From an optimization exercise on the open Yosys and OpenROAD flow, aimed at small area and a short achievable clock period; shortcuts taken in it are not production practice. In this exercise RTL edits were held to simulation tests only and were not proved equivalent to the original. No activity file was given, so power comes from the tool's default toggle rates.

## config.mk

```make
export PLATFORM = sky130hd
export DESIGN_NAME = execStage
export DESIGN_NICKNAME = execStage
export VERILOG_FILES = /design/flow/design.v
export SDC_FILE = /design/flow/constraint.sdc
export NUM_CORES = 4
export LEC_CHECK = 0
export ABC_AREA = 1
export CAP_MARGIN = 20
export CORE_MARGIN = 2
export CORE_UTILIZATION = 40
export PLACE_DENSITY = 0.6
export SLEW_MARGIN = 20
```

## constraint.sdc

```tcl
create_clock -name core_clock -period 32.0 [get_ports {clk}]
set_input_delay 6.4000 -clock core_clock [delete_from_list [all_inputs] [get_ports {clk}]]
set_output_delay 6.4000 -clock core_clock [all_outputs]
set_load 0.01 [all_outputs]
```

## design.v

```verilog
package execPkg;
    localparam int DataWidth = 16;    
    localparam int AddrWidth = 16;    
    localparam int ShiftBits = 4;     
    typedef enum logic [5:0] {
        OpLw1  = 6'd0,     
        OpLw2  = 6'd1,     
        OpLw3  = 6'd2,     
        OpSw1  = 6'd3,     
        OpSw2  = 6'd4,     
        OpMov  = 6'd5,
        OpAdd  = 6'd6,
        OpSub  = 6'd7,
        OpMul  = 6'd8,
        OpDiv  = 6'd9,
        OpAnd  = 6'd10,
        OpOr   = 6'd11,
        OpShl  = 6'd12,
        OpShr  = 6'd13,
        OpCmp  = 6'd14,    
        OpNot  = 6'd15,
        OpJr   = 6'd16,    
        OpJpc  = 6'd17,    
        OpBrfl = 6'd18,    
        OpCall = 6'd19,
        OpRet  = 6'd20,
        OpNop  = 6'd21
    } opcodeE;
    typedef enum logic [1:0] {
        CondAlways = 2'd0,
        CondLess   = 2'd1,
        CondEqual  = 2'd2
    } condE;
endpackage
`timescale 1ns/1ps
import execPkg::*;
module controlDecoder (
    input  logic [5:0] opcode,
    output logic       regWrite,
    output logic       memRead,
    output logic       memWrite,
    output logic       isBranch,     
    output logic       isJpc,
    output logic       isBrfl,
    output logic       stackPush,
    output logic       stackPop,
    output logic       isCompare,
    output logic       isDiv,
    output logic       illegal
);
    always_comb begin
        regWrite  = 1'b0;
        memRead   = 1'b0;
        memWrite  = 1'b0;
        isBranch  = 1'b0;
        isJpc     = 1'b0;
        isBrfl    = 1'b0;
        stackPush = 1'b0;
        stackPop  = 1'b0;
        isCompare = 1'b0;
        isDiv     = 1'b0;
        illegal   = 1'b0;
        case (opcode)
            6'd0, 6'd1: begin
                regWrite = 1'b1;
                memRead  = 1'b1;
            end
            6'd2, 6'd5, 6'd6, 6'd7, 6'd8, 6'd10, 6'd11, 6'd12, 6'd13, 6'd15:
                regWrite = 1'b1;
            6'd9: begin
                regWrite = 1'b1;
                isDiv    = 1'b1;
            end
            6'd3, 6'd4: memWrite  = 1'b1;
            6'd14:      isCompare = 1'b1;
            6'd16:      isBranch  = 1'b1;
            6'd17:      isJpc     = 1'b1;
            6'd18:      isBrfl    = 1'b1;
            6'd19: begin
                regWrite  = 1'b1;
                isBranch  = 1'b1;
                stackPush = 1'b1;
            end
            6'd20: begin
                isBranch = 1'b1;
                stackPop = 1'b1;
            end
            6'd21: ;
            default: illegal = 1'b1;
        endcase
    end
endmodule
`timescale 1ns/1ps
import execPkg::*;
module aluCore (
    input  logic [5:0]  opcode,
    input  logic [15:0] operandA,
    input  logic [15:0] operandB,
    input  logic [15:0] immediate,
    input  logic [15:0] pc,
    input  logic [15:0] stackTop,
    output logic [15:0] dataResult,
    output logic [15:0] addrResult,
    output logic [15:0] divB3,        
    output logic        cmpEqual,
    output logic        cmpLess
);
    assign divB3 = operandB + {operandB[14:0], 1'b0};
    logic [7:0] quotHi;
    logic [7:0] rem [0:4];
    assign rem[0] = '0;
    for (genvar k = 0; k < 4; k++) begin : gDiv
        localparam int W = 2*k + 2;
        logic [W-1:0] t, r;
        if (k == 0) begin : gT0
            assign t = operandA[15:14];
        end else begin : gTn
            assign t = {rem[k][W-3:0], operandA[15-2*k:14-2*k]};
        end
        divStep4 #(.W(W)) uStep (.t(t), .b(operandB), .b3(divB3), .q(quotHi[7-2*k:6-2*k]), .r(r));
        assign rem[k+1] = 8'(r);
    end
    logic [15:0] product;
    logic        isShl;
    logic [15:0] shIn, shOut, shOutRev, aRev;
    assign isShl = (opcode == 6'd12);
    for (genvar b = 0; b < 16; b++) begin : gRev
        assign aRev[b]     = operandA[15-b];
        assign shOutRev[b] = shOut[15-b];
    end
    assign shIn  = isShl ? aRev : operandA;
    assign shOut = shIn >> operandB[3:0];
    mulLow16 uMul (.a(operandA), .b(operandB), .p(product));
    logic opMem1, opAdd, opSub, opCall, opJpc;
    assign opMem1 = (opcode == 6'd0) || (opcode == 6'd3);
    assign opAdd  = (opcode == 6'd6);
    assign opSub  = (opcode == 6'd7) || (opcode == 6'd14);
    assign opCall = (opcode == 6'd19);
    assign opJpc  = (opcode == 6'd17);
    logic [15:0] addX, addY;
    logic [16:0] sum;
    assign addX = (opCall || opJpc) ? pc : operandA;
    always_comb begin
        if (opAdd)                    addY = operandB;
        else if (opSub)               addY = ~operandB;
        else if (opMem1 || opJpc)     addY = immediate;
        else                          addY = '0;
    end
    assign sum = {1'b0, addX} + {1'b0, addY} + 17'(opSub || opCall);
    assign cmpLess  = ~sum[16];
    assign cmpEqual = (sum[15:0] == '0);
    logic [3:0]  logicTable;
    logic [15:0] logicResult;
    always_comb begin
        case (opcode)
            6'd5:    logicTable = 4'b1010;     
            6'd10:   logicTable = 4'b1000;     
            6'd11:   logicTable = 4'b1110;     
            6'd15:   logicTable = 4'b0011;     
            default: logicTable = 4'b0000;
        endcase
    end
    for (genvar b = 0; b < 16; b++) begin : gLogic
        assign logicResult[b] = logicTable[{operandA[b], operandB[b]}];
    end
    logic selSum, selImm, selProd, selShl, selShr, isDivOp;
    assign selSum     = (opcode == 6'd0) || (opcode == 6'd1) || (opcode == 6'd3) || (opcode == 6'd4) ||
                        (opcode == 6'd6) || (opcode == 6'd7) || (opcode == 6'd19);
    assign selImm     = (opcode == 6'd2);
    assign selProd    = (opcode == 6'd8);
    assign selShl     = (opcode == 6'd12);
    assign selShr     = (opcode == 6'd13);
    assign isDivOp    = (opcode == 6'd9);
    logic [15:0] otherResult;
    assign otherResult = ({16{selSum}} & sum[15:0]) | ({16{selImm}} & immediate) |
                         ({16{selProd}} & product) | ({16{selShl}} & shOutRev) |
                         ({16{selShr}} & shOut) | logicResult;
    assign dataResult = isDivOp ? {quotHi, rem[4]} : otherResult;
    logic selB, selA, selSum2, selImm2, selStack;
    assign selB     = (opcode == 6'd3) || (opcode == 6'd4) || (opcode == 6'd9);
    assign selA     = (opcode == 6'd16) || (opcode == 6'd19);
    assign selSum2  = (opcode == 6'd17);
    assign selImm2  = (opcode == 6'd18);
    assign selStack = (opcode == 6'd20);
    assign addrResult = ({16{selB}} & operandB) | ({16{selA}} & operandA) | ({16{selSum2}} & sum[15:0]) |
                        ({16{selImm2}} & immediate) | ({16{selStack}} & stackTop);
endmodule
module divTail (
    input  logic [7:0]  quotHi,
    input  logic [7:0]  remIn,       
    input  logic [7:0]  aLow,        
    input  logic [15:0] b,
    input  logic [15:0] b3,
    output logic [15:0] quot
);
    logic [15:0] rem [0:4];
    assign rem[0] = 16'(remIn);
    assign quot[15:8] = quotHi;
    for (genvar k = 0; k < 4; k++) begin : gDiv
        localparam int W = 2*k + 10;
        logic [W-1:0] t, r;
        assign t = {rem[k][W-3:0], aLow[7-2*k:6-2*k]};
        divStep4 #(.W(W)) uStep (.t(t), .b(b), .b3(b3), .q(quot[7-2*k:6-2*k]), .r(r));
        assign rem[k+1] = 16'(r);
    end
endmodule
module divStep4 #(parameter int W = 2) (
    input  logic [W-1:0] t,
    input  logic [15:0]  b,
    input  logic [15:0]  b3,
    output logic [1:0]   q,
    output logic [W-1:0] r
);
    logic [W-1:0] d1, d2, d3;
    logic         o1, o2, o3;      
    logic         z1, z2, z3;      
    logic         c1, c2, c3;      
    logic [W-1:0] b2;
    assign b2 = {b[W-2:0], 1'b0};
    subBorrow #(.W(W)) uS1 (.t(t), .y(b[W-1:0]),  .d(d1), .borrow(o1));
    subBorrow #(.W(W)) uS2 (.t(t), .y(b2),        .d(d2), .borrow(o2));
    subBorrow #(.W(W)) uS3 (.t(t), .y(b3[W-1:0]), .d(d3), .borrow(o3));
    if (W == 16) begin : gZ16
        assign z1 = 1'b1;
    end else begin : gZn
        assign z1 = ~|b[15:W];
    end
    assign z2 = ~|b[15:W-1];
    assign z3 = (b <= 16'(((1 << W) - 1) / 3));    
    assign c1 = z1 & ~o1;
    assign c2 = z2 & ~o2;
    assign c3 = z3 & ~o3;
    assign q[1] = c2;
    assign q[0] = c3 | (c1 & ~c2);
    assign r = c3 ? d3 : c2 ? d2 : c1 ? d1 : t;
endmodule
module subBorrow #(parameter int W = 4) (
    input  logic [W-1:0] t,
    input  logic [W-1:0] y,
    output logic [W-1:0] d,
    output logic         borrow
);
    localparam int L = (W <= 2) ? 1 : (W <= 4) ? 2 : (W <= 8) ? 3 : (W <= 16) ? 4 : 5;
    logic [W-1:0] yn, g, a, c;
    logic [W-1:0] gl [0:L];
    logic [W-1:0] al [0:L];
    assign yn = ~y;
    assign g = t & yn;
    assign a = t | yn;
    assign gl[0] = {g[W-1:1], a[0]};
    assign al[0] = a;
    for (genvar l = 0; l < L; l++) begin : gL
        for (genvar i = 0; i < W; i++) begin : gI
            localparam int J = ((i >> l) << l) - 1;
            if (((i >> l) & 1) == 1) begin : gC
                assign gl[l+1][i] = gl[l][i] | (al[l][i] & gl[l][J]);
                assign al[l+1][i] = al[l][i] & al[l][J];
            end else begin : gP
                assign gl[l+1][i] = gl[l][i];
                assign al[l+1][i] = al[l][i];
            end
        end
    end
    if (W == 1) begin : gC1
        assign c = 1'b1;
    end else begin : gCn
        assign c = {gl[L][W-2:0], 1'b1};
    end
    assign borrow = ~gl[L][W-1];
    assign d = (t ^ c) ^ yn;
endmodule
module mulLow16 (
    input  logic [15:0] a,
    input  logic [15:0] b,
    output logic [15:0] p
);
    logic [7:0]  neg, one, two;
    logic [16:0] bx;
    logic [16:0] ax;
    assign bx = {b, 1'b0};
    assign ax = {a, 1'b0};
    for (genvar j = 0; j < 8; j++) begin : gEnc
        assign neg[j] = bx[2*j+2];
        assign one[j] = bx[2*j+1] ^ bx[2*j];
        assign two[j] = (bx[2*j+2] & ~bx[2*j+1] & ~bx[2*j]) | (~bx[2*j+2] & bx[2*j+1] & bx[2*j]);
    end
    logic [15:0] pp0;
    for (genvar i = 0; i < 16; i++) begin : gPp0
        assign pp0[i] = ((one[0] & ax[i+1]) | (two[0] & ax[i])) ^ neg[0];
    end
    logic [13:0] pp1;
    for (genvar i = 0; i < 14; i++) begin : gPp1
        assign pp1[i] = ((one[1] & ax[i+1]) | (two[1] & ax[i])) ^ neg[1];
    end
    logic [11:0] pp2;
    for (genvar i = 0; i < 12; i++) begin : gPp2
        assign pp2[i] = ((one[2] & ax[i+1]) | (two[2] & ax[i])) ^ neg[2];
    end
    logic [9:0] pp3;
    for (genvar i = 0; i < 10; i++) begin : gPp3
        assign pp3[i] = ((one[3] & ax[i+1]) | (two[3] & ax[i])) ^ neg[3];
    end
    logic [7:0] pp4;
    for (genvar i = 0; i < 8; i++) begin : gPp4
        assign pp4[i] = ((one[4] & ax[i+1]) | (two[4] & ax[i])) ^ neg[4];
    end
    logic [5:0] pp5;
    for (genvar i = 0; i < 6; i++) begin : gPp5
        assign pp5[i] = ((one[5] & ax[i+1]) | (two[5] & ax[i])) ^ neg[5];
    end
    logic [3:0] pp6;
    for (genvar i = 0; i < 4; i++) begin : gPp6
        assign pp6[i] = ((one[6] & ax[i+1]) | (two[6] & ax[i])) ^ neg[6];
    end
    logic [1:0] pp7;
    for (genvar i = 0; i < 2; i++) begin : gPp7
        assign pp7[i] = ((one[7] & ax[i+1]) | (two[7] & ax[i])) ^ neg[7];
    end
    logic [15:0] x, y;
    logic w1, w2, w3, w4, w5, w6, w7, w8, w9, w10, w11, w12, w13, w14, w15, w16, w17, w18, w19, w20, w21, w22, w23, w24, w25, w26, w27, w28, w29, w30, w31, w32, w33, w34, w35, w36, w37, w38, w39, w40, w41, w42, w43, w44, w45, w46, w47, w48, w49, w50, w51, w52, w53, w54, w55, w56, w57, w58, w59, w60, w61, w62, w63, w64, w65, w66, w67, w68, w69, w70, w71, w72, w73, w74, w75, w76, w77, w78, w79, w80, w81, w82, w83, w84, w85, w86, w87, w88, w89, w90, w91, w92, w93, w94, w95, w96, w97, w98, w99, w100, w101, w102, w103, w104, w105;
    assign x[0] = neg[0];
    assign y[0] = pp0[0];
    assign x[1] = pp0[1];
    assign y[1] = 1'b0;
    assign w1 = neg[1] ^ pp0[2];
    assign w2 = neg[1] & pp0[2];
    assign x[2] = pp1[0];
    assign y[2] = w1;
    assign w3 = pp0[3] ^ pp1[1];
    assign w4 = pp0[3] & pp1[1];
    assign x[3] = w2;
    assign y[3] = w3;
    assign w5 = neg[2] ^ pp0[4] ^ pp1[2];
    assign w6 = (neg[2] & pp0[4]) | (pp1[2] & (neg[2] ^ pp0[4]));
    assign w7 = pp2[0] ^ w4;
    assign w8 = pp2[0] & w4;
    assign x[4] = w5;
    assign y[4] = w7;
    assign w9 = pp0[5] ^ pp1[3] ^ pp2[1];
    assign w10 = (pp0[5] & pp1[3]) | (pp2[1] & (pp0[5] ^ pp1[3]));
    assign w11 = w8 ^ w6;
    assign w12 = w8 & w6;
    assign x[5] = w9;
    assign y[5] = w11;
    assign w13 = neg[3] ^ pp0[6] ^ pp1[4];
    assign w14 = (neg[3] & pp0[6]) | (pp1[4] & (neg[3] ^ pp0[6]));
    assign w15 = pp2[2] ^ pp3[0] ^ w10;
    assign w16 = (pp2[2] & pp3[0]) | (w10 & (pp2[2] ^ pp3[0]));
    assign w17 = w13 ^ w12;
    assign w18 = w13 & w12;
    assign x[6] = w15;
    assign y[6] = w17;
    assign w19 = pp0[7] ^ pp1[5] ^ pp2[3];
    assign w20 = (pp0[7] & pp1[5]) | (pp2[3] & (pp0[7] ^ pp1[5]));
    assign w21 = pp3[1] ^ w14 ^ w19;
    assign w22 = (pp3[1] & w14) | (w19 & (pp3[1] ^ w14));
    assign w23 = w16 ^ w18;
    assign w24 = w16 & w18;
    assign x[7] = w21;
    assign y[7] = w23;
    assign w25 = neg[4] ^ pp0[8] ^ pp1[6];
    assign w26 = (neg[4] & pp0[8]) | (pp1[6] & (neg[4] ^ pp0[8]));
    assign w27 = pp2[4] ^ pp3[2] ^ pp4[0];
    assign w28 = (pp2[4] & pp3[2]) | (pp4[0] & (pp2[4] ^ pp3[2]));
    assign w29 = w20 ^ w25 ^ w27;
    assign w30 = (w20 & w25) | (w27 & (w20 ^ w25));
    assign w31 = w22 ^ w24;
    assign w32 = w22 & w24;
    assign x[8] = w29;
    assign y[8] = w31;
    assign w33 = pp0[9] ^ pp1[7] ^ pp2[5];
    assign w34 = (pp0[9] & pp1[7]) | (pp2[5] & (pp0[9] ^ pp1[7]));
    assign w35 = pp3[3] ^ pp4[1] ^ w26;
    assign w36 = (pp3[3] & pp4[1]) | (w26 & (pp3[3] ^ pp4[1]));
    assign w37 = w28 ^ w33 ^ w30;
    assign w38 = (w28 & w33) | (w30 & (w28 ^ w33));
    assign w39 = w35 ^ w32;
    assign w40 = w35 & w32;
    assign x[9] = w37;
    assign y[9] = w39;
    assign w41 = neg[5] ^ pp0[10] ^ pp1[8];
    assign w42 = (neg[5] & pp0[10]) | (pp1[8] & (neg[5] ^ pp0[10]));
    assign w43 = pp2[6] ^ pp3[4] ^ pp4[2];
    assign w44 = (pp2[6] & pp3[4]) | (pp4[2] & (pp2[6] ^ pp3[4]));
    assign w45 = pp5[0] ^ w34 ^ w41;
    assign w46 = (pp5[0] & w34) | (w41 & (pp5[0] ^ w34));
    assign w47 = w43 ^ w36 ^ w45;
    assign w48 = (w43 & w36) | (w45 & (w43 ^ w36));
    assign w49 = w38 ^ w40;
    assign w50 = w38 & w40;
    assign x[10] = w47;
    assign y[10] = w49;
    assign w51 = pp0[11] ^ pp1[9] ^ pp2[7];
    assign w52 = (pp0[11] & pp1[9]) | (pp2[7] & (pp0[11] ^ pp1[9]));
    assign w53 = pp3[5] ^ pp4[3] ^ pp5[1];
    assign w54 = (pp3[5] & pp4[3]) | (pp5[1] & (pp3[5] ^ pp4[3]));
    assign w55 = w42 ^ w44 ^ w51;
    assign w56 = (w42 & w44) | (w51 & (w42 ^ w44));
    assign w57 = w53 ^ w46 ^ w55;
    assign w58 = (w53 & w46) | (w55 & (w53 ^ w46));
    assign w59 = w48 ^ w57;
    assign w60 = w48 & w57;
    assign x[11] = w50;
    assign y[11] = w59;
    assign w61 = neg[6] ^ pp0[12] ^ pp1[10];
    assign w62 = (neg[6] & pp0[12]) | (pp1[10] & (neg[6] ^ pp0[12]));
    assign w63 = pp2[8] ^ pp3[6] ^ pp4[4];
    assign w64 = (pp2[8] & pp3[6]) | (pp4[4] & (pp2[8] ^ pp3[6]));
    assign w65 = pp5[2] ^ pp6[0] ^ w52;
    assign w66 = (pp5[2] & pp6[0]) | (w52 & (pp5[2] ^ pp6[0]));
    assign w67 = w54 ^ w61 ^ w63;
    assign w68 = (w54 & w61) | (w63 & (w54 ^ w61));
    assign w69 = w56 ^ w65 ^ w67;
    assign w70 = (w56 & w65) | (w67 & (w56 ^ w65));
    assign w71 = w58 ^ w69;
    assign w72 = w58 & w69;
    assign x[12] = w60;
    assign y[12] = w71;
    assign w73 = pp0[13] ^ pp1[11] ^ pp2[9];
    assign w74 = (pp0[13] & pp1[11]) | (pp2[9] & (pp0[13] ^ pp1[11]));
    assign w75 = pp3[7] ^ pp4[5] ^ pp5[3];
    assign w76 = (pp3[7] & pp4[5]) | (pp5[3] & (pp3[7] ^ pp4[5]));
    assign w77 = pp6[1] ^ w62 ^ w64;
    assign w78 = (pp6[1] & w62) | (w64 & (pp6[1] ^ w62));
    assign w79 = w73 ^ w75 ^ w66;
    assign w80 = (w73 & w75) | (w66 & (w73 ^ w75));
    assign w81 = w68 ^ w77 ^ w79;
    assign w82 = (w68 & w77) | (w79 & (w68 ^ w77));
    assign w83 = w70 ^ w72;
    assign w84 = w70 & w72;
    assign x[13] = w81;
    assign y[13] = w83;
    assign w85 = neg[7] ^ pp0[14] ^ pp1[12];
    assign w86 = (neg[7] & pp0[14]) | (pp1[12] & (neg[7] ^ pp0[14]));
    assign w87 = pp2[10] ^ pp3[8] ^ pp4[6];
    assign w88 = (pp2[10] & pp3[8]) | (pp4[6] & (pp2[10] ^ pp3[8]));
    assign w89 = pp5[4] ^ pp6[2] ^ pp7[0];
    assign w90 = (pp5[4] & pp6[2]) | (pp7[0] & (pp5[4] ^ pp6[2]));
    assign w91 = w74 ^ w76 ^ w85;
    assign w92 = (w74 & w76) | (w85 & (w74 ^ w76));
    assign w93 = w87 ^ w89 ^ w78;
    assign w94 = (w87 & w89) | (w78 & (w87 ^ w89));
    assign w95 = w91 ^ w80 ^ w93;
    assign w96 = (w91 & w80) | (w93 & (w91 ^ w80));
    assign w97 = w82 ^ w95;
    assign w98 = w82 & w95;
    assign x[14] = w84;
    assign y[14] = w97;
    assign w99 = pp0[15] ^ pp1[13] ^ pp2[11];
    assign w100 = pp3[9] ^ pp4[7] ^ pp5[5];
    assign w101 = pp6[3] ^ pp7[1] ^ w86;
    assign w102 = w88 ^ w90 ^ w100;
    assign w103 = w99 ^ w101 ^ w92;
    assign w104 = w102 ^ w94 ^ w103;
    assign w105 = w96 ^ w104;
    assign x[15] = w98;
    assign y[15] = w105;
    assign p = x + y;
endmodule
`timescale 1ns/1ps
import execPkg::*;
module commitStage (
    input  logic        clk,
    input  logic        rstN,
    input  logic        inValid,
    input  logic        regWrite,
    input  logic        memRead,
    input  logic        memWrite,
    input  logic        isBranch,
    input  logic        isJpc,
    input  logic        isBrfl,
    input  logic        stackPush,
    input  logic        stackPop,
    input  logic        isCompare,
    input  logic        isDiv,
    input  logic        illegal,
    input  logic [15:0] dataResult,
    input  logic [15:0] addrResult,
    input  logic [15:0] divB3,
    input  logic [7:0]  divALow,
    input  logic        cmpEqual,
    input  logic        cmpLess,
    output logic        outValid,
    output logic        regWriteEn,
    output logic        writeFromMem,
    output logic [15:0] writeData,
    output logic        memReadEn,
    output logic        memWriteEn,
    output logic [15:0] memAddr,
    output logic [15:0] memWriteData,
    output logic        branchTaken,
    output logic [15:0] branchTarget,
    output logic        pushReturn,
    output logic        popReturn,
    output logic        illegalOp
);
    logic        flagEqual;
    logic        flagLess;
    logic [15:0] dataQ;
    logic [15:0] addrQ;
    logic [15:0] b3Q;
    logic [7:0]  aLowQ;
    logic        isDivQ;
    logic        memReadQ;
    always_ff @(posedge clk) begin
        if (!rstN) begin
            flagEqual   <= 1'b0;
            flagLess    <= 1'b0;
            outValid    <= 1'b0;
            regWriteEn  <= 1'b0;
            memReadQ    <= 1'b0;
            memWriteEn  <= 1'b0;
            branchTaken <= 1'b0;
            pushReturn  <= 1'b0;
            popReturn   <= 1'b0;
            illegalOp   <= 1'b0;
        end else begin
            if (inValid && isCompare) begin
                flagEqual <= cmpEqual;
                flagLess  <= cmpLess;
            end
            outValid    <= inValid;
            regWriteEn  <= inValid && regWrite;
            memReadQ    <= inValid && memRead;
            memWriteEn  <= inValid && memWrite;
            branchTaken <= inValid && (isBranch || (isJpc && flagLess) || (isBrfl && flagEqual));
            pushReturn  <= inValid && stackPush;
            popReturn   <= inValid && stackPop;
            illegalOp   <= inValid && illegal;
        end
    end
    always_ff @(posedge clk) begin
        dataQ  <= dataResult;
        addrQ  <= addrResult;
        b3Q    <= divB3;
        aLowQ  <= divALow;
        isDivQ <= isDiv;
    end
    logic [15:0] quot;
    divTail divTail_i (
        .quotHi(dataQ[15:8]), .remIn(dataQ[7:0]), .aLow(aLowQ),
        .b(addrQ), .b3(b3Q), .quot(quot)
    );
    assign memReadEn    = memReadQ;
    assign writeFromMem = memReadQ;
    assign writeData    = isDivQ ? quot : dataQ;
    assign memAddr      = dataQ;
    assign memWriteData = addrQ;
    assign branchTarget = addrQ;
endmodule
`timescale 1ns/1ps
import execPkg::*;
module execStage (
    input  logic                 clk,
    input  logic                 rstN,
    input  logic                 inValid,
    input  execPkg::opcodeE               opcode,
    input  logic [execPkg::DataWidth-1:0] operandA,
    input  logic [execPkg::DataWidth-1:0] operandB,
    input  logic [execPkg::DataWidth-1:0] immediate,
    input  logic [execPkg::AddrWidth-1:0] pc,
    input  logic [execPkg::AddrWidth-1:0] stackTop,
    output logic                 outValid,
    output logic                 regWriteEn,
    output logic                 writeFromMem,
    output logic [execPkg::DataWidth-1:0] writeData,
    output logic                 memReadEn,
    output logic                 memWriteEn,
    output logic [execPkg::AddrWidth-1:0] memAddr,
    output logic [execPkg::DataWidth-1:0] memWriteData,
    output logic                 branchTaken,
    output logic [execPkg::AddrWidth-1:0] branchTarget,
    output logic                 pushReturn,
    output logic                 popReturn,
    output logic                 illegalOp
);
    logic        regWrite, memRead, memWrite, isBranch, isJpc, isBrfl;
    logic        stackPush, stackPop, isCompare, isDiv, illegal;
    logic [15:0] divB3;
    logic [15:0] dataResult, addrResult;
    logic        cmpEqual, cmpLess;
    controlDecoder controlDecoder_i (
        .opcode(opcode), .regWrite(regWrite), .memRead(memRead), .memWrite(memWrite),
        .isBranch(isBranch), .isJpc(isJpc), .isBrfl(isBrfl),
        .stackPush(stackPush), .stackPop(stackPop),
        .isCompare(isCompare), .isDiv(isDiv), .illegal(illegal)
    );
    aluCore aluCore_i (
        .opcode(opcode), .operandA(operandA), .operandB(operandB),
        .immediate(immediate), .pc(pc), .stackTop(stackTop),
        .dataResult(dataResult), .addrResult(addrResult), .divB3(divB3),
        .cmpEqual(cmpEqual), .cmpLess(cmpLess)
    );
    commitStage commitStage_i (
        .clk(clk), .rstN(rstN), .inValid(inValid),
        .regWrite(regWrite), .memRead(memRead), .memWrite(memWrite),
        .isBranch(isBranch), .isJpc(isJpc), .isBrfl(isBrfl),
        .stackPush(stackPush), .stackPop(stackPop),
        .isCompare(isCompare), .isDiv(isDiv), .illegal(illegal),
        .dataResult(dataResult), .addrResult(addrResult),
        .divB3(divB3), .divALow(operandA[7:0]),
        .cmpEqual(cmpEqual), .cmpLess(cmpLess),
        .outValid(outValid), .regWriteEn(regWriteEn), .writeFromMem(writeFromMem),
        .writeData(writeData), .memReadEn(memReadEn), .memWriteEn(memWriteEn),
        .memAddr(memAddr), .memWriteData(memWriteData), .branchTaken(branchTaken),
        .branchTarget(branchTarget), .pushReturn(pushReturn), .popReturn(popReturn),
        .illegalOp(illegalOp)
    );
endmodule
```

## flow/run.sh

```bash
#!/bin/bash
# The standard ORFS flow with three changes: synthesis leaves adders to ABC
# (no full/half-adder cell extraction), ports are buffered with buf_2, and
# timing repair aims at a setup slack margin of 19 ns. make's output goes to
# standard.log; each tool's own log is under orfs/logs.
bash standard.sh ADDER_MAP_FILE= SETUP_SLACK_MARGIN=19 "BUFFER_PORTS_ARGS=-buffer_cell sky130_fd_sc_hd__buf_2" finish > standard.log 2>&1
```

## standard.sh

```bash
#!/bin/bash
# synth_recipe.tcl (not shown) runs the flow's synth.tcl, then flattens the netlist and writes it again
# the make line also repeats each setting of config.mk as NAME=value (left out here)
make -C /OpenROAD-flow-scripts/flow DESIGN_CONFIG=/design/flow/config.mk WORK_HOME=/design/flow/orfs CLKGATE_MAP_FILE= SYNTH_SCRIPT=/design/flow/synth_recipe.tcl "${@:-finish}"
```

==> impl_metrics.sql, run 1 <==
INSERT INTO impl_metrics (metric_group, metric, value, unit) VALUES
('final_layout', 'stdcell_count', '4121', ''),
('timing', 'max_slew.worst_pin.slew', '1140', 'ps'),
('placement', 'placement.io_buffers', '161', ''),
('logic_synthesis', 'syn-instance-count', '3426', ''),
('global_routing', 'gr-usage-met1', '40.4', '%'),
('clocking', 'ctsRootBufferMaster', 'sky130_fd_sc_hd__clkbuf_16', ''),
('timing', 'maxSlewViolCount', '0', ''),
('power_and_ir_drop', 'power.clock.fraction', '6.7', '%'),
('worst_setup_path', 'timing.critical_path.depth', '44', ''),
('global_routing', 'busiest_layer', 'met2', ''),
('power_and_ir_drop', 'power_total', '1.50', 'mW'),
('floorplan', 'die-width', '217', 'um'),
('timing', 'timing.final.crit_period', '12550', 'ps'),
('placement', 'dp_worst_setup_slack', '17880', 'ps'),
('global_routing', 'vias_in_the_first_global_route', '20902', ''),
('floorplan', 'initial_utilization', '40.3', '%'),
('logic_synthesis', 'synthesis.area_per_instance', '5.32', 'um^2'),
('logic_synthesis', 'synthesis.yosys.warnings', '30', ''),
('global_routing', 'global_route_wire_length_before_repair', '120000', 'um'),
('clocking', 'clock_insertion_delay_worst_skew', '350', 'ps'),
('power_and_ir_drop', 'power.leakage', '10.6', 'nW'),
('power_and_ir_drop', 'net-switching-power', '0.907', 'mW'),
('placement', 'detailedPlacementHpwl', '62000', 'um'),
('route', 'drtPass1Iterations', '6', ''),
('worst_setup_path', 'startpoint', 'commitStage_i.addrQ[15]', ''),
('power_and_ir_drop', 'vdd_ir_drop_max', '61.8', 'uV'),
('timing', 'max_clock_freq', '79.7', 'MHz'),
('timing', 'report.final.hold_viol_count', '0', ''),
('worst_setup_path', 'r2r_end', 'commitStage_i.branchTaken', ''),
('floorplan', 'std_cell_rows', '78', ''),
('power_and_ir_drop', 'switching_share', '60.6', '%'),
('final_layout', 'finish.instance_area', '0.0200', 'mm^2'),
('worst_setup_path', 'critical-path-top-cell-by-count', 'sky130_fd_sc_hd__nand2_1', ''),
('global_routing', 'grt_util_met3', '4.35', '%'),
('final_layout', 'finish.utilization', '44.2', '%'),
('worst_setup_path', 'critPathSlowestCell', 'sky130_fd_sc_hd__dfxtp_2', ''),
('placement', 'dpl-instance-area', '0.0192', 'mm^2'),
('timing', 'final_critical_path_setup_slack', '19450', 'ps'),
('logic_synthesis', 'syn_nets', '3515', ''),
('logic_synthesis', 'synth.ff_latch_count', '67', ''),
('power_and_ir_drop', 'power.share.sequential', '7.0', '%'),
('logic_synthesis', 'number_of_distinct_standard_cells_referenced_by_the_synthesized_netlist', '67', ''),
('power_and_ir_drop', 'power.combinational.fraction', '86.3', '%'),
('worst_setup_path', 'startpoint_types', 'register', ''),
('clocking', 'cts_tree', 'yes', ''),
('worst_setup_path', 'timing.critical_path.required', '25600', 'ps'),
('route', 'drt_first_iter_violations', '2573', ''),
('global_routing', 'global_route.overflow_total', '0', ''),
('global_routing', 'gr-usage-all-layers', '32.6', '%'),
('final_layout', 'area_growth_syn_to_layout', '9.50', '%'),
('worst_hold_path', 'hold_path_class', 'reg2reg', ''),
('floorplan', 'core-area', '0.0452', 'mm^2'),
('clocking', 'cts_max_path_buffers', '2', ''),
('global_routing', 'grt_max_degree', '35', ''),
('flow_run', 'max-cap-violations', '0', ''),
('logic_synthesis', 'main_synth_ff_type', 'sky130_fd_sc_hd__dfxtp_1', ''),
('floorplan', 'floorplan.io_pins', '162', ''),
('clocking', 'cts-buffers-inserted', '9', ''),
('worst_setup_path', 'worstSetupEndpointType', 'output port', ''),
('run_status', 'status', 'complete, no violations', ''),
('route', 'routed_via_density', '5.60', ''),
('route', 'drc', '0', ''),
('logic_synthesis', 'async_flop_share', '0', '%'),
('final_layout', 'antenna_fix_cells', '0', ''),
('placement', 'numPlacedInstances', '4079', ''),
('global_routing', 'antenna_found_initial', '1', ''),
('logic_synthesis', 'synth_sequential_area_ratio', '7.36', '%'),
('final_layout', 'drive_above_1_share', '14.3', '%'),
('clocking', 'clkSlewWorstSetupHoldPaths', '70', 'ps'),
('worst_setup_path', 'regToRegStartpoint', 'commitStage_i.flagEqual', ''),
('clocking', 'numClockSinks', '67', '');
==> Yosys cell counts, drive strengths merged, types with 22 or more instances <==
library cell,count,area [um^2]
buf,82,602
xor2,191,1670
nand3,388,2080
o211ai,37,298
xnor2,47,412
o22ai,71,444
a21oi,137,795
o221ai,25,219
nor2,315,1240
clkbuf,55,210
nand2,1207,4840
inv,376,1420
o21ai,206,1060
or2,38,238
nand4,22,138
dfxtp,67,1340
==> power groups by stage <==
stage          Clock, mW  Sequential [mW]  Combinational (mW)
4_1_cts            0.102            0.105                1.24
3_3_place_gp           0            0.106                1.21
5_1_grt            0.105            0.106                1.45
6_report          0.0999            0.105                1.29
3_5_place_dp           0            0.107                1.22
2_1_floorplan          0            0.101               0.984
==> flip-flops by register name, indices dropped and copies added (netlist names) <==
name	count
commitStage_i.addrQ	16
commitStage_i.isDivQ	1
commitStage_i.popReturn	1
commitStage_i.branchTaken	1
commitStage_i.outValid	1
commitStage_i.memReadQ	1
commitStage_i.memWriteEn	1
commitStage_i.flagEqual	1
commitStage_i.aLowQ	8
commitStage_i.regWriteEn	1
commitStage_i.flagLess	1
commitStage_i.b3Q	16
commitStage_i.illegalOp	1
commitStage_i.pushReturn	1
commitStage_i.dataQ	16
==> final cells by class <==
| type | instances | area [um^2] |
|---|---|---|
| repair buffers | 213 | 1270 |
| fillers | 5110 | 25200 |
| well taps | 600 | 751 |
| multi-input cells | 2837 | 14800 |
| inverters | 388 | 1490 |
| clock buffers | 9 | 225 |
| clock inverters | 7 | 77.6 |
| flip-flops and latches | 67 | 1360 |
==> worst min-delay path by stage <==
| stage | start | cells after the start | slack [ps] | end |
|---|---|---|---|---|
| 6_report | commitStage_i.flagEqual | 2 | 470 | commitStage_i.flagEqual |
| 2_1_floorplan | commitStage_i.flagLess | 2 | 440 | commitStage_i.flagLess |
| 3_5_place_dp | commitStage_i.flagEqual | 2 | 460 | commitStage_i.flagEqual |
| 3_3_place_gp | commitStage_i.flagEqual | 2 | 460 | commitStage_i.flagEqual |
| 5_1_grt | commitStage_i.flagLess | 2 | 500 | commitStage_i.flagLess |
| 4_1_cts | commitStage_i.flagEqual | 2 | 470 | commitStage_i.flagEqual |
==> metal layers <==
metal | up-vias | routed length [um]
met5 | - | 0
met4 | 0 | 5590
met3 | 284 | 6840
met2 | 1196 | 35300
met1 | 10266 | 32000
li1 | 11350 | -
==> layout by cell type (no fill, tap or decap), drive strengths merged, types with 25 or more instances in the layout <==
cell type,instances
dfxtp,67
nand3,388
xnor2,47
or2,38
inv,374
o21ai,206
nor2,315
nand2,1209
o211ai,37
o221ai,25
buf,213
o22ai,71
a21oi,138
xor2,191
==> tightest hold or removal path, cell delays in order (launching register included) <==
cell and delay (ps):
sky130_fd_sc_hd__dfxtp_1 310, sky130_fd_sc_hd__nand2_1 60, sky130_fd_sc_hd__a21oi_1 60
==> timing repair <==
action,CTS,global route
gates resized for setup,11,40
hold buffers,0,0
pin swaps,5,9
setup buffers,9,14
cloned,1,2
setup endpoints to repair,4,2
==> cells by family (layout without fill, tap and decap cells) <==
kind of cell	after synthesis	in the layout	synth area share, %
AND/OR/NAND/NOR	2026	2028	48.9
AO/OA/AOI/OAI	559	560	19.2
buffers and inverters	525	617	12.5
XOR/XNOR	238	238	11.4
flip-flops	67	67	7.36
adder cells (fa/ha/maj)	9	9	0.494
multiplexers	2	2	0.110
==> run 2: changes to the inputs <==
--- a/design.v
+++ b/design.v
@@ -148,7 +148,7 @@
     end
     assign sum = {1'b0, addX} + {1'b0, addY} + 17'(opSub || opCall);
     assign cmpLess  = ~sum[16];
-    assign cmpEqual = (sum[15:0] == '0);
+    assign cmpEqual = (operandA == operandB);
     logic [3:0]  logicTable;
     logic [15:0] logicResult;
     always_comb begin
==> impl_metrics.sql, run 2 <==
INSERT INTO impl_metrics (metric_group, metric, value, unit) VALUES
('route', 'drc', '0', ''),
('logic_synthesis', 'most_frequent_cells_after_synthesis', 'sky130_fd_sc_hd__nand2_1, sky130_fd_sc_hd__inv_1, sky130_fd_sc_hd__nand3_1', ''),
('power_and_ir_drop', 'power.leakage', '10.5', 'nW'),
('route', 'routed_via_density', '5.64', ''),
('global_routing', 'antenna_found_initial', '2', ''),
('logic_synthesis', 'synthesis.yosys.warnings', '30', ''),
('logic_synthesis', 'area_fraction_in_compound_gates_after_synthesis', '20.5', '%'),
('floorplan', 'die_height', '217', 'um'),
('clocking', 'ctsRootBufferMaster', 'sky130_fd_sc_hd__clkbuf_16', ''),
('logic_synthesis', 'synth_edf_count', '0', ''),
('placement', 'placement.io_buffers', '161', ''),
('worst_setup_path', 'critical-path-top-cell-by-count', 'sky130_fd_sc_hd__nand2_1', ''),
('timing', 'maxSlewViolCount', '0', ''),
('timing', 'timing.final.crit_period', '12690', 'ps'),
('final_layout', 'mostFrequentLayoutCell', 'sky130_fd_sc_hd__nand2_1', ''),
('floorplan', 'core-area', '0.0451', 'mm^2'),
('floorplan', 'floorplan.io_pins', '162', ''),
('floorplan', 'die-width', '217', 'um'),
('logic_synthesis', 'number_of_distinct_standard_cells_referenced_by_the_synthesized_netlist', '66', ''),
('global_routing', 'global_route_wire_length_before_repair', '122000', 'um'),
('final_layout', 'finish.utilization', '44.0', '%'),
('placement', 'weighted_congestion_reported_at_the_end_of_routability_driven_placement', '1.01', ''),
('global_routing', 'vias_in_the_first_global_route', '20802', ''),
('final_layout', 'drive_above_1_share', '14.8', '%'),
('worst_setup_path', 'cpPeakStageDelay', '910', 'ps'),
('final_layout', 'most-common-layout-cells', 'sky130_fd_sc_hd__nand2_1, sky130_fd_sc_hd__inv_1, sky130_fd_sc_hd__nand3_1', ''),
('worst_setup_path', 'startpoint_types', 'primary input', ''),
('worst_setup_path', 'critPathMaxFanout', '36', ''),
('worst_setup_path', 'critPathSlowestCell', 'sky130_fd_sc_hd__xnor2_1', ''),
('logic_synthesis', 'synthesis.area_per_instance', '5.35', 'um^2'),
('floorplan', 'initial_utilization', '40.3', '%'),
('clocking', 'clkSlewWorstSetupHoldPaths', '60', 'ps'),
('power_and_ir_drop', 'p_per_area', '75.0', 'mW/mm^2'),
('logic_synthesis', 'syn_area', '0.0182', 'mm^2'),
('logic_synthesis', 'synth.ff_latch_count', '67', ''),
('timing', 'timing.setup.tns', '0', 'ps'),
('final_layout', 'area_growth_syn_to_layout', '9.23', '%'),
('logic_synthesis', 'synth_adder_area_share', '0.661', '%'),
('logic_synthesis', 'syn_nets', '3484', ''),
('timing', 'fin_skew', '0.310', 'ps'),
('placement', 'dp_worst_setup_slack', '19050', 'ps'),
('flow_run', 'max-cap-violations', '0', ''),
('route', 'drtPass1Iterations', '8', ''),
('timing', 'worst_slew_margin', '23.0', '%'),
('logic_synthesis', 'synth_sequential_area_ratio', '7.38', '%'),
('logic_synthesis', 'synthMostInstantiatedCell', 'sky130_fd_sc_hd__nand2_1', ''),
('floorplan', 'std_cell_rows', '78', ''),
('final_layout', 'finish.instance_area', '0.0198', 'mm^2'),
('clocking', 'numClockSinks', '67', ''),
('worst_setup_path', 'crit_arrival', '12790', 'ps'),
('run_status', 'status', 'complete, no violations', ''),
('global_routing', 'grt_max_degree', '37', ''),
('timing', 'final_min_period_over_clock_period', '39.6', '%'),
('clocking', 'cts_tree', 'yes', ''),
('route', 'wire_per_inst', '20.0', 'um'),
('final_layout', 'fillers', '5144', ''),
('logic_synthesis', 'synthMuxAreaShare', '0.0551', '%'),
('placement', 'detailedPlacementHpwl', '63600', 'um'),
('route', 'drt-total-wl', '81500', 'um'),
('logic_synthesis', 'main_synth_ff_type', 'sky130_fd_sc_hd__dfxtp_1', ''),
('final_layout', 'reg.largest.list', 'commitStage_i.addrQ: 16 flops, commitStage_i.b3Q: 16 flops, commitStage_i.dataQ: 16 flops', ''),
('final_layout', 'multi_input_comb_area', '0.0146', 'mm^2'),
('clocking', 'cts-buffers-inserted', '9', ''),
('logic_synthesis', 'syn-instance-count', '3395', ''),
('timing', 'timing.final.setup_violations', '0', ''),
('logic_synthesis', 'async_flop_share', '0', '%'),
('logic_synthesis', 'synth_top_family_by_area', 'simple AND/OR/NAND/NOR gates', ''),
('clocking', 'clock_insertion_delay_worst_skew', '340', 'ps'),
('logic_synthesis', 'post_synth_main_area_contributors', 'sky130_fd_sc_hd__nand2_1, sky130_fd_sc_hd__xor2_1, sky130_fd_sc_hd__nand3_1', ''),
('timing', 'final.hold.worst_slack', '479', 'ps'),
('logic_synthesis', 'synth_area_in_simple_gates', '46.8', '%'),
('logic_synthesis', 'post_synth_xor_area_fraction', '12.1', '%'),
('final_layout', 'num-nets-final', '3565', ''),
('final_layout', 'area_taken_by_flip_flops_and_latches', '0.00137', 'mm^2'),
('final_layout', 'antenna_fix_cells', '0', ''),
('worst_setup_path', 'worstSetupEndpointType', 'register', ''),
('clocking', 'h_tree_lvl_count', '3', ''),
('power_and_ir_drop', 'vdd_ir_drop_max', '59.2', 'uV'),
('worst_hold_path', 'hold_path_class', 'reg2reg', ''),
('timing', 'report.final.hold_viol_count', '0', ''),
('global_routing', 'global_route.overflow_total', '0', ''),
('timing', 'max_slew.worst_pin.slew', '1150', 'ps'),
('logic_synthesis', 'synthDominantCellAreaShare', '21.9', '%'),
('route', 'drt_first_iter_violations', '2698', ''),
('timing', 'rsz0062_at_grt', 'false', ''),
('worst_setup_path', 'setup.worst_path.class', 'in2reg', ''),
('timing', 'final_critical_path_setup_slack', '19310', 'ps'),
('route', 'antenna_left', '0', ''),
('timing', 'max_clock_freq', '78.8', 'MHz'),
('route', 'routed-via-count', '23026', ''),
('worst_setup_path', 'timing.critical_path.required', '32100', 'ps'),
('logic_synthesis', 'yosys.area.top_type', 'sky130_fd_sc_hd__nand2_1', ''),
('clocking', 'cts_max_path_buffers', '2', ''),
('floorplan', 'fp.dieArea', '0.0471', 'mm^2'),
('global_routing', 'gr-usage-all-layers', '33.4', '%'),
('placement', 'dpl-instance-area', '0.0192', 'mm^2');
## run 2: cells by family after synthesis
kind of cell / after synthesis
flip-flops: 67
AO/OA/AOI/OAI: 602
AND/OR/NAND/NOR: 1918
XOR/XNOR: 250
buffers and inverters: 545
multiplexers: 1
adder cells (fa/ha/maj): 12
## run 2: area by class of cell
type,count,area share [%]
Timing Repair Buffer,206,5.97
Tap cell,600,3.78
Inverter,409,7.93
Multi-Input combinational cell,2783,73.8
Clock inverter,7,0.511
Sequential cell,67,6.90
Clock buffer,9,1.14
## run 2: metrics by stage
| stage | power [mW] | instances |
|---|---|---|
| global route | 1.64 | 4081 |
| detailed placement | 1.33 | 4047 |
| floorplan | 1.08 | 3395 |
| finish | 1.49 | 4081 |
| CTS | 1.45 | 4064 |
| global placement | 1.33 | 4047 |
## run 2: worst paths after layout
check,start,endpoint,slack (ps),cells past startpoint
setup / recovery,operandB[3],commitStage_i.dataQ[7],19310,37
hold / removal,commitStage_i.flagLess,commitStage_i.flagLess,480,2
setup reg to reg,commitStage_i.flagEqual,commitStage_i.branchTaken,31250,4
hold reg to reg,commitStage_i.flagLess,commitStage_i.flagLess,480,2
## run 2: layer usage
metal	GRT usage [%]	vias to the layer above	part of all wire [%]
li1	-	11248	-
met1	42.0	10336	40
met2	54.6	1172	45
met3	4.00	270	8.8
met4	20.6	0	6.8
met5	0	-	0
## run 2: worst max-delay path: cells and delay by family
kind / cells / cell delay, ps
xor+xnor: 1 / 910
buf+inv: 5 / 1200
simple gates: 22 / 2770
compound gates: 9 / 1480
## run 2: what timing repair did
| item | in CTS | in global routing |
|---|---|---|
| resized for setup | 6 | 51 |
| setup endpoints to repair | 2 | 2 |
| buffers inserted | 1 | 17 |
| pin swaps | 1 | 8 |
| hold buffers | 0 | 0 |
## run 2: report_power, final
part,switching (mW),internal (mW)
combinational,0.848,0.424
clock,0.0393,0.0687
sequential,0.0160,0.0914
==> run 3: changes to the inputs <==
==> flow/run.sh (replaced) <==
#!/bin/bash
# The standard ORFS flow with three changes: synthesis leaves adders to ABC
# (no full/half-adder cell extraction), ports are buffered with buf_2, and
# timing repair aims at a setup slack margin of 19 ns on the worst 10% of endpoints. make's output goes to
# standard.log; each tool's own log is under orfs/logs.
bash standard.sh ADDER_MAP_FILE= SETUP_SLACK_MARGIN=19 TNS_END_PERCENT=10 "BUFFER_PORTS_ARGS=-buffer_cell sky130_fd_sc_hd__buf_2" finish > standard.log 2>&1
==> impl_metrics.sql, run 3 <==
INSERT INTO impl_metrics (metric_group, metric, value, unit) VALUES
('run_status', 'status', 'complete, no violations', ''),
('placement', 'weighted_congestion_reported_at_the_end_of_routability_driven_placement', '1.01', ''),
('final_layout', 'num-nets-final', '3565', ''),
('route', 'drc', '0', ''),
('route', 'routed-via-count', '23026', ''),
('route', 'route.layer.met1.wl', '32400', 'um'),
('worst_setup_path', 'setup.worst_path.class', 'in2reg', ''),
('route', 'drt_first_iter_violations', '2698', ''),
('worst_setup_path', 'critical-path-top-cell-by-count', 'sky130_fd_sc_hd__nand2_1', ''),
('clocking', 'cts_hold_buffers', '0', ''),
('logic_synthesis', 'syn_area', '0.0182', 'mm^2'),
('final_layout', 'antenna_fix_cells', '0', ''),
('worst_hold_path', 'worstHoldStart', 'commitStage_i.flagLess', ''),
('clocking', 'cts-buffers-inserted', '9', ''),
('power_and_ir_drop', 'vdd_ir_drop_max', '59.2', 'uV'),
('worst_setup_path', 'ff2ff_setup_slack', '31250', 'ps'),
('floorplan', 'initial_utilization', '40.3', '%'),
('placement', 'detailedPlacementHpwl', '63600', 'um'),
('worst_setup_path', 'r2r_end', 'commitStage_i.branchTaken', ''),
('clocking', 'clock_insertion_delay_worst_skew', '340', 'ps'),
('final_layout', 'mostFrequentLayoutCell', 'sky130_fd_sc_hd__nand2_1', ''),
('worst_setup_path', 'critPathMaxFanout', '36', ''),
('worst_setup_path', 'regToRegStartpoint', 'commitStage_i.flagEqual', ''),
('flow_run', 'max-cap-violations', '0', ''),
('worst_hold_path', 'hold_path_class', 'reg2reg', ''),
('final_layout', 'most-common-layout-cells', 'sky130_fd_sc_hd__nand2_1, sky130_fd_sc_hd__inv_1, sky130_fd_sc_hd__nand3_1', ''),
('floorplan', 'core-area', '0.0451', 'mm^2'),
('clocking', 'h_tree_lvl_count', '3', ''),
('clocking', 'numClockSinks', '67', ''),
('route', 'routed_via_density', '5.64', ''),
('worst_setup_path', 'critPathSlowestCell', 'sky130_fd_sc_hd__xnor2_1', ''),
('logic_synthesis', 'number_of_distinct_standard_cells_referenced_by_the_synthesized_netlist', '66', ''),
('final_layout', 'area_growth_syn_to_layout', '9.23', '%'),
('logic_synthesis', 'area_fraction_in_compound_gates_after_synthesis', '20.5', '%'),
('global_routing', 'global_route_wire_length_before_repair', '122000', 'um'),
('timing', 'maxSlewViolCount', '0', ''),
('power_and_ir_drop', 'power_total', '1.49', 'mW'),
('timing', 'final_critical_path_setup_slack', '19310', 'ps'),
('logic_synthesis', 'synthesis.area_per_instance', '5.35', 'um^2'),
('worst_hold_path', 'min_path_cells', '2', ''),
('placement', 'dpl-instance-area', '0.0192', 'mm^2'),
('clocking', 'clkSlewWorstSetupHoldPaths', '60', 'ps'),
('logic_synthesis', 'synth_sequential_area_ratio', '7.38', '%'),
('route', 'dr_wl_met2', '36300', 'um'),
('logic_synthesis', 'post_synth_xor_area_fraction', '12.1', '%'),
('global_routing', 'antenna_found_initial', '2', ''),
('timing', 'worst_slew_margin', '23.0', '%'),
('logic_synthesis', 'synth_top_family_by_area', 'simple AND/OR/NAND/NOR gates', ''),
('worst_setup_path', 'worstSetupEndpointType', 'register', ''),
('logic_synthesis', 'synth_adder_area_share', '0.661', '%'),
('final_layout', 'drive_above_1_share', '14.8', '%'),
('timing', 'timing.final.crit_period', '12690', 'ps'),
('route', 'route.met3.wl', '7160', 'um'),
('timing', 'max_clock_freq', '78.8', 'MHz'),
('final_layout', 'multi_input_comb_area', '0.0146', 'mm^2'),
('timing', 'max_slew.worst_pin.slew', '1150', 'ps'),
('worst_setup_path', 'timing.critical_path.required', '32100', 'ps'),
('worst_setup_path', 'cpPeakStageDelay', '910', 'ps'),
('timing', 'timing.final.setup_violations', '0', ''),
('floorplan', 'floorplan.io_pins', '162', ''),
('timing', 'report.final.hold_viol_count', '0', ''),
('power_and_ir_drop', 'power.leakage', '10.5', 'nW'),
('logic_synthesis', 'synth.ff_latch_count', '67', ''),
('logic_synthesis', 'synth_edf_count', '0', ''),
('logic_synthesis', 'yosys.area.top_type', 'sky130_fd_sc_hd__nand2_1', ''),
('logic_synthesis', 'syn_nets', '3484', ''),
('floorplan', 'std_cell_rows', '78', ''),
('floorplan', 'die_height', '217', 'um'),
('route', 'drtPass1Iterations', '8', ''),
('logic_synthesis', 'syn-instance-count', '3395', ''),
('worst_setup_path', 'crit_arrival', '12790', 'ps');
run 3: metrics by stage:
step / utilization (%) / cells / hold WS [ps]
after floorplan: - / 3395 / 452
after global placement: 42.6 / 4047 / 470
after detailed placement: 42.6 / 4047 / 469
after CTS: 43.3 / 4064 / 478
after global routing: 44.0 / 4081 / 528
final: 44.0 / 4081 / 479
run 3: timing repair:
item	in CTS	in global routing
pin swaps	1	8
setup endpoints to repair	2	2
buffers inserted	1	17
resized for setup	6	51
run 3: cells by family (layout without fill, tap and decap cells):
logic type	after synthesis	count (layout)
simple gates	1918	1918
compound gates	602	602
buf+inv	545	631
xor+xnor	250	250
flops	67	67
fa+ha+maj	12	12
mux	1	1
run 3: worst max path at each step:
stage,endpoint,slack [ps],cells after the start
global route,writeData[0],18980,53
detailed placement,writeData[1],19050,41
finish,commitStage_i.dataQ[7],19310,37
floorplan,writeData[1],21120,48
global placement,writeData[0],19070,43
CTS,writeData[0],19020,41
run 3: report_power, final:
part	internal (mW)	switching (mW)	leakage, nW
sequential	0.0914	0.0160	0.560
combinational	0.424	0.848	9.81
clock	0.0687	0.0393	0.152
total	0.584	0.903	10.5
run 3: worst max-delay path, delay by kind of cell:
kind,cells,cell delay [ps]
simple gates,22,2770
xor+xnor,1,910
buf+inv,5,1200
compound gates,9,1480
run 3: routing by layer:
metal  global-route usage, %  up-vias
met5                       0        -
met4                    20.6        0
met3                    4.00      270
met2                    54.6     1172
met1                    42.0    10336
li1                        -    11248
run 3: area by class of cell:
cell class                      count  share of cell area (%)
Sequential cell                    67                    6.90
Inverter                          409                    7.93
Multi-Input combinational cell   2783                    73.8
Clock inverter                      7                   0.511
Tap cell                          600                    3.78
Timing Repair Buffer              206                    5.97
Clock buffer                        9                    1.14

port drivers added, routing unchanged:
Ports are ideal in the flow. The routed layouts listed here were re-timed in OpenROAD. Step 1 sets driving cells, clkbuf_16 on the clock port and buf_2 on the other inputs (assumed; they add their load-dependent delay and slew). Step 2 moves the port delays by t, midway between the first and last clock arrival at a register: inputs arrive t later, outputs are due t later. That takes back most of the time a late clock gives input paths. a / b / c = ideal / step 1 / step 2; a / b = the first two.
| run | t (ns) | setup slack, ns | worst setup path after step 2 | worst register clock-pin slew, ns | cell pins on the clock port's net |
|---|---|---|---|---|---|
| run 1 | 0.383 | 19.447 / 19.407 / 19.161 | input to register | 0.07 / 0.07 | 1 |
| run 2 | 0.382 | 19.314 / 19.321 / 18.939 | input to register | 0.06 / 0.06 | 1 |
| run 3 | 0.382 | 19.314 / 19.321 / 18.939 | input to register | 0.06 / 0.06 | 1 |
After both steps every run listed still meets setup and hold.
